What follows belongs to an exercise in optimizing a design on an open flow for small area and a short achievable clock period; a production flow would make more cautious choices. The RTL was checked by simulation tests, not by an equivalence proof against the original design. Power is estimated from default activity; no workload was simulated.

--- design/flow/design.v ---
package kmeans_pkg;
    localparam int K_DEF      = 3;
    localparam int DATA_W_DEF = 16;
    localparam int DEPTH_DEF  = 64;
    localparam int IDX_W_DEF  = $clog2(K_DEF);
    typedef logic [IDX_W_DEF-1:0] cluster_idx_t;
endpackage
module kmeans_rd_or8 (
    input  logic [7:0] s,
    input  logic [7:0] d,
    output logic       y
);
    logic [3:0] p_n;
    for (genvar i = 0; i < 4; i++) begin : g_p
        assign p_n[i] = ~((s[2*i] & d[2*i]) | (s[2*i+1] & d[2*i+1]));
    end
    assign y = ~&p_n;
endmodule
module kmeans_rd_nand2 (
    input  logic [1:0] a,
    output logic       y
);
    assign y = ~&a;
endmodule
module kmeans_rd_nor2 (
    input  logic [1:0] a,
    output logic       y
);
    assign y = ~|a;
endmodule
module kmeans_rd_dec #(
    parameter int K      = 3,
    parameter int ADDR_W = 6,
    parameter int SEL_W  = 2,
    parameter int LO_W   = 3
) (
    input  logic [SEL_W-1:0]         sel,
    input  logic [ADDR_W-1:0]        addr,
    output logic [K*(1<<ADDR_W)-1:0] line
);
    localparam int HI_W = ADDR_W - LO_W;
    logic [K*(1<<HI_W)-1:0] hi;
    logic [(1<<LO_W)-1:0]   lo;
    always_comb begin
        for (int k = 0; k < K; k++)
            for (int h = 0; h < (1 << HI_W); h++)
                hi[k*(1<<HI_W) + h] = (int'(sel) == k) && (int'(addr[ADDR_W-1:LO_W]) == h);
        for (int l = 0; l < (1 << LO_W); l++)
            lo[l] = (int'(addr[LO_W-1:0]) == l);
        for (int i = 0; i < K*(1<<HI_W); i++)
            for (int l = 0; l < (1 << LO_W); l++)
                line[i*(1<<LO_W) + l] = hi[i] && lo[l];
    end
endmodule
module kmeans_cluster_store
#(
    parameter int K      = kmeans_pkg::K_DEF,
    parameter int DATA_W = kmeans_pkg::DATA_W_DEF,
    parameter int DEPTH  = kmeans_pkg::DEPTH_DEF,
    parameter int IDX_W  = $clog2(K),
    parameter int ADDR_W = $clog2(DEPTH),
    parameter int CNT_W  = ADDR_W + 1
    ,parameter int SUM_W = DATA_W + ADDR_W
) (
    input  logic              clk,
    input  logic              reset,
    input  logic              in_valid,
    output logic              in_ready,
    input  logic [DATA_W-1:0] in_data,
    input  logic [IDX_W-1:0]  in_idx,
    input  logic              clr,
    input  logic              rd_en,
    input  logic [IDX_W-1:0]  rd_sel,
    input  logic [ADDR_W-1:0] rd_addr,
    output logic              rd_valid,
    output logic [DATA_W-1:0] rd_data,
    output logic [CNT_W-1:0]  cnt,
    output logic [K-1:0]      full,
    output logic              err
    ,output logic [SUM_W-1:0] sum
);
    localparam int NW = K * DEPTH;           
    localparam int N1 = DEPTH / 8;
    localparam int N2 = N1 / 2;
    localparam int N3 = N2 / 2;
    logic [DATA_W-1:0] mem [NW];
    logic [CNT_W-1:0]  count [K];
    logic [SUM_W-1:0]  acc [K];
    logic [K-1:0]      xfer_k;
    logic              xfer_oob;
    always_comb begin
        in_ready = !clr;
        for (int k = 0; k < K; k++) begin
            full[k]   = count[k][ADDR_W];
            xfer_k[k] = in_valid && !clr && (int'(in_idx) == k) && !count[k][ADDR_W];
            if (int'(in_idx) == k && count[k][ADDR_W]) in_ready = 1'b0;
        end
        xfer_oob = in_valid && !clr && (int'(in_idx) >= K);
    end
    for (genvar k = 0; k < K; k++) begin : g_cnt
        always_ff @(posedge clk or negedge reset) begin
            if (!reset) begin
                count[k] <= '0;
                acc[k]   <= '0;
            end else if (clr) begin
                count[k] <= '0;
                acc[k]   <= '0;
            end else if (xfer_k[k]) begin
                count[k] <= count[k] + CNT_W'(1);
                acc[k]   <= acc[k] + SUM_W'(in_data);
            end
        end
    end
    always_ff @(posedge clk or negedge reset) begin
        if (!reset) begin
            err <= 1'b0;
        end else begin
            err <= xfer_oob;
        end
    end
    for (genvar k = 0; k < K; k++) begin : g_bank
        for (genvar j = 0; j < DEPTH; j++) begin : g_word
            always_ff @(posedge clk) begin
                if (xfer_k[k] && count[k][ADDR_W-1:0] == ADDR_W'(j)) begin
                    mem[k*DEPTH + j] <= in_data;
                end
            end
        end
    end
    logic [NW-1:0]     line;
    logic [DATA_W-1:0] word_n;    
    logic [CNT_W-1:0]  sel_cnt;
    logic              in_range;
    kmeans_rd_dec #(.K(K), .ADDR_W(ADDR_W), .SEL_W(IDX_W)) u_dec (
        .sel  (rd_sel),
        .addr (rd_addr),
        .line (line)
    );
    for (genvar b = 0; b < DATA_W; b++) begin : g_rbit
        logic [K-1:0] t4_n;        
        for (genvar k = 0; k < K; k++) begin : g_rb
            logic [N1-1:0] t1;     
            logic [N2-1:0] t2_n;   
            logic [N3-1:0] t3;     
            for (genvar g = 0; g < N1; g++) begin : g_t1
                logic [7:0] d;
                for (genvar i = 0; i < 8; i++) begin : g_d
                    assign d[i] = mem[k*DEPTH + 8*g + i][b];
                end
                kmeans_rd_or8 u (.s(line[k*DEPTH + 8*g +: 8]), .d(d), .y(t1[g]));
            end
            for (genvar g = 0; g < N2; g++) begin : g_t2
                kmeans_rd_nor2 u (.a(t1[2*g +: 2]), .y(t2_n[g]));
            end
            for (genvar g = 0; g < N3; g++) begin : g_t3
                kmeans_rd_nand2 u (.a(t2_n[2*g +: 2]), .y(t3[g]));
            end
            kmeans_rd_nor2 u_t4 (.a(t3), .y(t4_n[k]));
        end
        assign word_n[b] = &t4_n;
    end
    always_comb begin
        sel_cnt = '0;
        for (int k = 0; k < K; k++) begin
            if (int'(rd_sel) == k) sel_cnt = count[k];
        end
        in_range = (CNT_W'(rd_addr) < sel_cnt);
    end
    always_ff @(posedge clk or negedge reset) begin
        if (!reset) begin
            rd_valid <= 1'b0;
            rd_data  <= '0;
        end else begin
            rd_valid <= rd_en;
            if (rd_en) begin
                rd_data <= ~word_n & {DATA_W{in_range}};
            end
        end
    end
    assign cnt = sel_cnt;
    always_comb begin
        sum = '0;
        for (int k = 0; k < K; k++) begin
            if (int'(rd_sel) == k) sum = acc[k];
        end
    end
endmodule
--- design/flow/flow/run.sh ---
#!/bin/bash
# The standard layout (standard.sh), with one change: the buffers that
# buffer_ports puts on every input and output port are buf_4 cells instead
# of the tool's default pick (a delay buffer). The make output goes to
# flow_standard.log; ORFS keeps each step's log under orfs/logs/.
set -uo pipefail
bash standard.sh "BUFFER_PORTS_ARGS=-buffer_cell sky130_fd_sc_hd__buf_4" finish > flow_standard.log 2>&1
--- design/flow/standard.sh ---
#!/bin/bash
# synth_recipe.tcl (not shown) runs the flow's synth.tcl, then flattens the netlist and writes it again
# the make line also repeats each setting of config.mk as NAME=value (left out here)
make -C /OpenROAD-flow-scripts/flow DESIGN_CONFIG=/design/flow/config.mk WORK_HOME=/design/flow/orfs CLKGATE_MAP_FILE= SYNTH_SCRIPT=/design/flow/synth_recipe.tcl "${@:-finish}"
--- design/flow/config.mk ---
export PLATFORM = sky130hd
export DESIGN_NAME = kmeans_cluster_store
export DESIGN_NICKNAME = kmeans_cluster_store
export VERILOG_FILES = /design/flow/design.v
export SDC_FILE = /design/flow/constraint.sdc
export NUM_CORES = 4
export LEC_CHECK = 0
export CAP_MARGIN = 20
export CORE_MARGIN = 2
export CORE_UTILIZATION = 65
export CTS_CLUSTER_DIAMETER = 100
export CTS_CLUSTER_SIZE = 24
export GPL_TIMING_DRIVEN = 0
export SETUP_SLACK_MARGIN = 1.2
export SLEW_MARGIN = 20
export SYNTH_HIERARCHICAL = 1
--- design/flow/constraint.sdc ---
create_clock -name core_clock -period 3.5 [get_ports {clk}]
set_input_delay 0.7000 -clock core_clock [delete_from_list [all_inputs] [get_ports {clk}]]
set_output_delay 0.7000 -clock core_clock [all_outputs]
set_load 0.01 [all_outputs]
==> flow_metrics.py, run 1 <==
metrics = {
    "status": {
        "outcome": "complete, no violations",
    },
    "critical_path": {
        "cp-end-kind": "flop",
        "crit_arrival_ns": 3.65,
        "setup.worst_path.start_class": "primary input",
        "crit_type": "primary input to flop",
        "reg2reg_slack_ns": 0.79,
        "crit_buf_inv": 6,
        "critPathTopFamily": "simple AND/OR/NAND/NOR gates",
        "cp_slowest_cell": "nand4_1",
        "critPathMaxStageDelay_ns": 0.44,
        "path_common_cell": "buf_12",
        "cp.required_ns": 4.25,
        "crit_path_cell_trace": "buf_12 -> buf_8 -> buf_12 -> nand4b_1 -> buf_4 -> buf_12 -> nor3_4 -> buf_12 -> a22oi_1 -> nand4_1 -> nor2_4 -> nand2_1 -> nor2_4 -> nand4_1 -> o21ai_1 -> nor2_1",
        "critPathMaxFanout": 6,
    },
    "yosys": {
        "ys_warn_count": 11,
        "synth-edff-count": 3072,
        "synth_ff_type": "edfxtp_1",
        "avgSynthCellArea_um2": 17.33,
        "syn_area_um2": 117900,
        "synth_nets": 6902,
        "ys_ff_latch": 3177,
        "synthCells": 6803,
        "synth_seq_area_share": 0.8045,
        "async_flop_share": 0.03305,
        "synthDistinctLibCells": 76,
    },
    "route": {
        "viasPerCell": 7.168,
        "dr_total_vias": 74798,
        "wl_met1_um": 128300,
        "top_layer": "met5",
        "wirelength_um": 364600,
        "drc": 0,
        "route.met2.wl_um": 171700,
        "routedWlPerCell_um": 34.94,
        "drtIter0Drc": 12048,
        "met3_length_um": 43410,
        "firstDrtPassIters": 9,
        "drtAntennaViolNets": 0,
    },
    "clock_network": {
        "cts_sinks": 3177,
        "cts_inserted_buffers": 150,
        "cts_root_buffer": "clkbuf_16",
        "worstSkewPairLatency_ns": 0.87,
        "cts_buffer_depth": 3,
        "cts_tree": "yes",
        "h-tree-depth": 4,
        "path_clk_slew_ns": 0.09,
    },
    "placed_design": {
        "dp_hpwl_um": 201100,
        "gp_congestion": 0.8836,
        "portBuffers": 80,
    },
    "floorplanning": {
        "core-area_um2": 180500,
        "rows": 156,
        "start_util": 0.6532,
        "die_area_um2": 184800,
        "ios": 82,
        "die_height_um": 429.9,
        "dieWidth_um": 429.9,
    },
    "power_and_ir_drop": {
        "seq_power_share": 0.651,
        "p_leak_uw": 0.04580,
        "pwr-share-comb": 0.044,
        "p_total_uw": 64120,
        "netSwitchingPower_uw": 13320,
        "power.share.clock": 0.305,
        "ir_worst_vdd_mv": 0.4771,
        "p_sw_frac": 0.2078,
        "power_density_nw_per_um2": 442.4,
        "internal_power_uw": 50800,
    },
    "timing": {
        "fin_worst_skew_ns": 0.03160,
        "final-setup-viol-count": 0,
        "tightestPinTransition_ns": 1.160,
        "fin_crit_ns": 2.899,
        "max_freq_ghz": 0.3449,
        "hold_viol_final": 0,
        "post-route-period-util": 0.8284,
        "slew_violations": 0,
        "rsz0062_at_grt": "yes",
        "relSlewSlack": 0.2265,
    },
    "global_route": {
        "grt_max_degree": 123,
        "grt_first_pass_wirelength_um": 476700,
        "overflow": 0,
        "grt_usage": 0.3629,
        "antenna_found_initial": 11,
        "grt_pass1_vias": 67819,
    },
    "cells_and_area": {
        "drive_gt1_frac": 0.2703,
        "final_util": 0.8027,
        "nets": 8088,
        "fillerInstances": 9050,
        "syn2layout_area_growth_pct": 22.89,
    },
    "flow_run": {
        "max_cap_viol_count": 0,
    },
    "min_path": {
        "hold_class": "primary input to flop",
    },
}
-- cells in the final DEF, fill, tap and decap left out, types with 78 or more instances in the layout --
| master | count |
|---|---|
| edfxtp_1 | 3072 |
| a22oi_1 | 1426 |
| buf_4 | 543 |
| nor2_4 | 454 |
| nand4_1 | 421 |
| buf_12 | 342 |
| clkbuf_16 | 189 |
| nor2_1 | 183 |
| nand2_1 | 120 |
| a22oi_2 | 110 |
| buf_6 | 90 |
| dfrtp_1 | 84 |
| clkbuf_1 | 78 |
-- timing repair --
action	in CTS	in global routing
gates resized for setup	538	571
gates cloned	23	31
pin swaps	257	427
endpoints found under the hold margin	27	0
buffers inserted	446	404
setup endpoints to repair	3168	3090
hold buffers	1	0
-- state kept, by name, indices dropped and copies added, names as in the netlist --
signal	cells
rd_valid	1
rd_data	16
mem	3072
acc	66
count	21
err	1
-- Yosys stat by module, one instance, submodules excluded, a selection --
module / cell area [um2] / times used / cells / flops+latches
kmeans_cluster_store: 101000 / 1 / 4235 / 3177
kmeans_rd_or8: 36.28 / 384 / 5 / 0
kmeans_rd_nand2: 3.754 / 96 / 1 / 0
kmeans_rd_nor2: 3.754 / 240 / 1 / 0
-- kinds of logic after synthesis --
logic type	share of synthesized area
compound gates	0.1107
simple gates	0.06467
fa+ha+maj	0.007406
mux	0.002812
flops	0.8045
buf+inv	0.005835
xor+xnor	0.004085
-- power by group through the flow --
stage | Combinational (uW) | Sequential (uW) | Clock, uW
global placement | 1900 | 42700 | 0
detailed placement | 2080 | 42600 | 0
CTS | 2360 | 41700 | 19500
global route | 2890 | 41800 | 20800
floorplan | 730 | 42600 | 0
finish | 2820 | 41700 | 19500
-- cell type report --
class,instances,area (um2),area share
Tap cell,2370,2965,0.02046
Timing Repair Buffer,1007,12930,0.08922
Inverter,40,156.4,0.001079
Clock buffer,216,4129,0.02849
Sequential cell,3177,94900,0.6548
Buffer,122,1483,0.01023
Antenna cell,8,20.02,0.0001381
Multi-Input combinational cell,3491,28290,0.1952
Clock inverter,4,43.79,0.0003022
-- stage by stage --
stage          setup WS [ns]  hold WS, ns  TNS [ns]  cell area, um2  std cells
3_5_place_dp          -1.455       0.5213   -284.93          125300       9302
2_1_floorplan         0.8376       0.4044         0          120600       6803
5_1_grt               0.5961      0.04639         0          144900      10433
6_report              0.6008      0.06505         0          144900      10435
3_3_place_gp          -1.490       0.5161   -448.56          124200       9253
4_1_cts               0.7409     0.008310         0          137000       9992
-- path summary, 6_finish.rpt --
path	from	endpoint	depth (start not counted)
setup / recovery	rd_addr[4]	rd_data[10]$_DFFE_PN0P_	16
max in group asynchronous	reset	count[2][0]$_DFFE_PN0P_	3
setup reg to reg	count[0][6]$_DFFE_PN0P_	mem[20][8]$_DFFE_PP_	11
hold reg to reg	rd_data[11]$_DFFE_PN0P_	rd_data[11]$_DFFE_PN0P_	2
min in group asynchronous	reset	count[1][1]$_DFFE_PN0P_	2
hold / removal	rd_en	rd_valid$_DFF_PN0_	1
-- cell usage after synthesis (5+ instances only) --
master / instances / share of area
edfxtp_1: 3072 / 0.78
a22oi_1: 1536 / 0.098
nor2_1: 672 / 0.021
nand4_1: 421 / 0.022
nand2_1: 182 / 0.0058
dfrtp_1: 105 / 0.022
o21ai_0: 98 / 0.0042
nand3_1: 80 / 0.0034
clkbuf_1: 75 / 0.0024
ha_1: 65 / 0.0069
a21oi_1: 41 / 0.0017
inv_1: 39 / 0.0012
xor2_1: 37 / 0.0027
mux2i_1: 32 / 0.0027
buf_2: 29 / 0.0012
nor3_1: 26 / 0.0011
a21o_1: 24 / 0.0015
nand4bb_1: 23 / 0.0022
xnor2_1: 18 / 0.0013
nor2b_1: 16 / 0.00085
nand2b_1: 14 / 0.00074
or4b_1: 14 / 0.0012
and3_1: 12 / 0.00064
nand4b_1: 11 / 0.00082
buf_1: 8 / 0.00025
nor4_1: 8 / 0.00042
o21a_1: 8 / 0.00051
a211oi_1: 7 / 0.00045
a31oi_1: 7 / 0.00037
o21ai_1: 7 / 0.00030
or2_2: 7 / 0.00037
or3_1: 7 / 0.00037
or4_1: 7 / 0.00045
a31o_2: 6 / 0.00045
nor2_2: 6 / 0.00032
o21bai_1: 6 / 0.00038
o31ai_1: 6 / 0.00038
buf_4: 5 / 0.00032
or4b_4: 5 / 0.00058
-- metal layers --
metal  global-route usage  up-vias
li1                     -    30699
met1               0.5123    37909
met2               0.5610     5250
met3              0.06784      932
met4               0.1633        8
met5             0.004424        -
==> run 2, diff against run 1 <==
==> design/flow/run.sh (new file) <==
#!/bin/bash
# synth_recipe.tcl (not shown) runs the flow's synth.tcl, then flattens the netlist and writes it again
# the make line also repeats each setting of config.mk as NAME=value (left out here)
make -C /OpenROAD-flow-scripts/flow DESIGN_CONFIG=/design/flow/config.mk WORK_HOME=/design/flow/orfs CLKGATE_MAP_FILE= SYNTH_SCRIPT=/design/flow/synth_recipe.tcl finish
removed: design/flow/flow/run.sh
removed: design/flow/standard.sh
==> run 2 against run 1 <==
Net effect: non-clock buffer count increased by 61; clock skew increased by 0.0043 ns; power barely moved; global-route usage about the same; critical path type unchanged.
==> flow_metrics.py, run 2 <==
metrics = {
    "placed_design": {
        "portBuffers": 80,
        "dp_hpwl_um": 200500,
        "pre_cts_slack_ns": -2.099,
        "post-place-cells": 9300,
        "dpl_cell_area_um2": 125400,
        "gp_congestion": 0.8773,
    },
    "min_path": {
        "hold-path-endpoint": "err$_DFF_PN0_",
        "whs_path_depth": 3,
        "hold_class": "primary input to flop",
        "hp-start": "in_idx[1]",
    },
    "critical_path": {
        "reg2reg_from": "count[0][1]$_DFFE_PN0P_",
        "cp_slowest_cell": "nand4_1",
        "setup.worst_path.start_class": "primary input",
        "reg2reg_slack_ns": 0.86,
        "cp-end-kind": "flop",
        "crit_start": "rd_addr[4]",
        "crit_arrival_ns": 3.54,
        "critPathMaxFanout": 7,
        "critPathMaxStageDelay_ns": 0.29,
        "reg2reg_to": "rd_data[11]$_DFFE_PN0P_",
        "crit_type": "primary input to flop",
        "reg2regPathDepth": 13,
        "crit_path_cell_trace": "buf_12 -> buf_8 -> buf_6 -> nand4bb_4 -> clkbuf_16 -> nor3_4 -> buf_12 -> a22oi_1 -> nand4_1 -> nor2_2 -> nand2_1 -> nor2_4 -> nand4_1 -> o21ai_1 -> nor2_1",
        "cp.required_ns": 4.24,
    },
    "route": {
        "viasPerCell": 7.151,
        "dr_total_vias": 75026,
        "drtIter0Drc": 11877,
        "routedWlPerCell_um": 34.69,
        "drc": 0,
        "drtAntennaViolNets": 0,
        "firstDrtPassIters": 6,
        "wirelength_um": 363900,
    },
    "clock_network": {
        "cts_buffer_depth": 3,
        "cts_tree": "yes",
        "h-tree-depth": 4,
        "cts_root_buffer": "clkbuf_16",
        "path_clk_slew_ns": 0.09,
        "cts_inserted_buffers": 150,
        "cts_sinks": 3177,
        "worstSkewPairLatency_ns": 0.87,
    },
    "timing": {
        "post-route-period-util": 0.7981,
        "final-setup-viol-count": 0,
        "rsz0062_at_grt": "yes",
        "max_freq_ghz": 0.3580,
        "fin_crit_ns": 2.793,
        "relSlewSlack": 0.2260,
        "slew_violations": 0,
        "hold_viol_final": 0,
        "fin_worst_skew_ns": 0.03588,
        "tightestPinTransition_ns": 1.161,
        "setup_ws_ns": 0.7066,
    },
    "cells_and_area": {
        "drive_gt1_frac": 0.2862,
        "top_register": "mem",
        "nets": 8148,
        "fillerInstances": 8909,
        "largest_register_ffs": 3072,
        "final_common_cell": "edfxtp_1",
        "final_util": 0.8105,
        "mostFrequentLayoutCells": "3072 x edfxtp_1, 1384 x a22oi_1, 520 x buf_4, 467 x nor2_4, 421 x nand4_1",
        "finalNonFillerCells": 10492,
        "reg_top3": "mem: 3072 flops, acc: 66 flops, count: 21 flops",
        "syn2layout_area_growth_pct": 24.08,
        "final_area_um2": 146300,
    },
    "yosys": {
        "synthDistinctLibCells": 76,
        "avgSynthCellArea_um2": 17.33,
        "async_flop_share": 0.03305,
        "synth.most_common_cell": "edfxtp_1",
        "synthSimpleGateAreaFrac": 0.06467,
        "ys_top_cells_by_area": "edfxtp_1 78%, a22oi_1 9.8%, nand4_1 2.2%",
        "ys_ff_latch": 3177,
        "synth_seq_area_share": 0.8045,
        "synth_xor_area_frac": 0.004085,
        "synth_nets": 6902,
        "synth_area_leader_cell": "edfxtp_1",
        "synthCells": 6803,
        "synth_top_family_by_area": "compound AO/OA/AOI/OAI gates",
        "synthAdderAreaFrac": 0.007406,
        "synth_compound_area_frac": 0.1107,
        "synthTopCellsByCount": "3072 x edfxtp_1, 1536 x a22oi_1, 672 x nor2_1",
        "muxShareOfSynthArea": 0.002812,
        "ys_warn_count": 11,
        "synth_ff_type": "edfxtp_1",
        "synth-edff-count": 3072,
        "syn_area_um2": 117900,
        "yosysTopAreaCellShare": 0.7823,
    },
    "floorplanning": {
        "die_area_um2": 184800,
        "die_height_um": 429.9,
        "core-area_um2": 180500,
        "rows": 156,
        "dieWidth_um": 429.9,
        "start_util": 0.6532,
        "ios": 82,
    },
    "global_route": {
        "antenna_found_initial": 7,
        "overflow": 0,
        "grt_max_degree": 129,
        "grt_usage": 0.3630,
        "grt_first_pass_wirelength_um": 477100,
        "grt_pass1_vias": 67858,
    },
    "flow_run": {
        "max_cap_viol_count": 0,
    },
    "power_and_ir_drop": {
        "p_leak_uw": 0.04646,
        "ir_worst_vdd_mv": 0.6412,
        "power_density_nw_per_um2": 438.2,
        "p_total_uw": 64120,
    },
    "status": {
        "outcome": "complete, no violations",
    },
}
==> run 2: cell counts after synthesis <==
Identical to the previous run, type by type.
==> run 2: kinds of logic (layout without fill, tap and decap cells) <==
kind of cell / after synthesis / in the layout
DFF: 3177 / 3177
and+or+nand+nor: 1529 / 1555
AOI/OAI and AO/OA: 1779 / 1779
other: 0 / 6
xor gates and xnor gates: 55 / 55
adders and majority gates: 68 / 68
buffers and inverters: 162 / 1449
muxes: 33 / 33
==> run 2: modules after synthesis (local to each module, per instance), a selection <==
module | times used | cells inside | cell area, um2
kmeans_rd_or8 | 384 | 5 | 36.28
kmeans_rd_nor2 | 240 | 1 | 3.754
kmeans_rd_nand2 | 96 | 1 | 3.754
kmeans_cluster_store | 1 | 4235 | 101000
==> run 2: routing by layer <==
layer  vias to the layer above  routed length [um]  track usage
met5                         -                  15            0
met4                         2               21470       0.1571
met3                       907               43560      0.06746
met2                      5430              171000       0.5679
met1                     37891              127800       0.5091
li1                      30796                   -            -
==> run 2: final cells by class <==
type                    count  area, um2  share of cell area
flip-flops and latches   3177      94910              0.6486
multi-input cells        3490      28880              0.1973
repair buffers           1068      13730             0.09383
clock buffers             215       4125             0.02819
well taps                2370       2965             0.02027
plain buffers             122       1500             0.01025
inverters                  40      156.4            0.001069
clock inverters             4      45.04           0.0003078
diodes                      6      15.01           0.0001026
==> run 2: report_power, final <==
part           switching (uW)  leakage, uW  internal (uW)  total, uW
Clock                   11200      0.00201           8250      19500
Sequential               71.2       0.0290          41700      41800
Combinational            1970       0.0155            907       2870
Total                   13300       0.0465          50800      64100
==> run 2: worst max-delay path by stage <==
| stage | cells after the start | slack (ns) | to |
|---|---|---|---|
| CTS | 6 | 0.67 | mem[75][8]$_DFFE_PP_ |
| floorplan | 12 | 0.84 | rd_data[15]$_DFFE_PN0P_ |
| finish | 15 | 0.71 | rd_data[9]$_DFFE_PN0P_ |
| global route | 4 | 0.71 | cnt[0] |
| detailed placement | 13 | -2.10 | rd_data[14]$_DFFE_PN0P_ |
| global placement | 11 | -7.60 | acc[1][20]$_DFFE_PN0P_ |
==> run 2: worst max-delay path: cells and delay by family <==
family	cells	cell delay [ns]
AND/OR/NAND/NOR	8	1.65
buffers and inverters	5	0.75
AO/OA/AOI/OAI	2	0.42
==> run 2: metrics by stage <==
stage	hold slack [ns]	TNS, ns
final	0.1066	0
after global routing	0.1105	0
after CTS	0.05486	0
after detailed placement	0.5165	-1303.36
after global placement	0.5074	-
after floorplan	0.4044	0
==> run 2: repair_timing <==
item | in CTS | in global routing
hold buffers | 1 | 0
endpoints found under the setup margin | 3191 | 3190
cloned | 24 | 32
pin swaps | 298 | 522
resized for setup | 626 | 872
endpoints found under the hold margin | 21 | 0
buffers inserted | 473 | 437

afterwards: timing with drivers on the ports:
The results above use ideal ports. As a check the final layouts listed here were re-extracted and re-timed, cells and wires unchanged.
Step 1 sets driving cells, clkbuf_16 on the clock port and buf_2 on the other inputs (assumed; they add their load-dependent delay and slew).
Step 2 times the ports against the registers' clock, not the clock port: input delays grow and output delays shrink by t, the midpoint of the rising clock arrivals with the driver on.
a / b / c = no drivers / after step 1 / after step 2; a / b = the first two.
run	shift t [ns]	slack for setup (ns)	worst hold slack (ns)	worst setup path at the end	worst slew at a driven data input, ns	pins driven straight from the clock port
run 1	0.951	0.601 / 0.525 / -0.338	0.065 / -0.009 / 0.543	input to register	0.39	1
run 2	0.946	0.707 / 0.606 / -0.340	0.107 / 0.069 / 0.527	input to register	0.47	1
With both steps, setup timing fails in run 1 and run 2, where it was met with ideal ports. The setup slack of run 2, which loses most, moves by -0.101 ns with the drivers and by -1.047 ns with both steps.
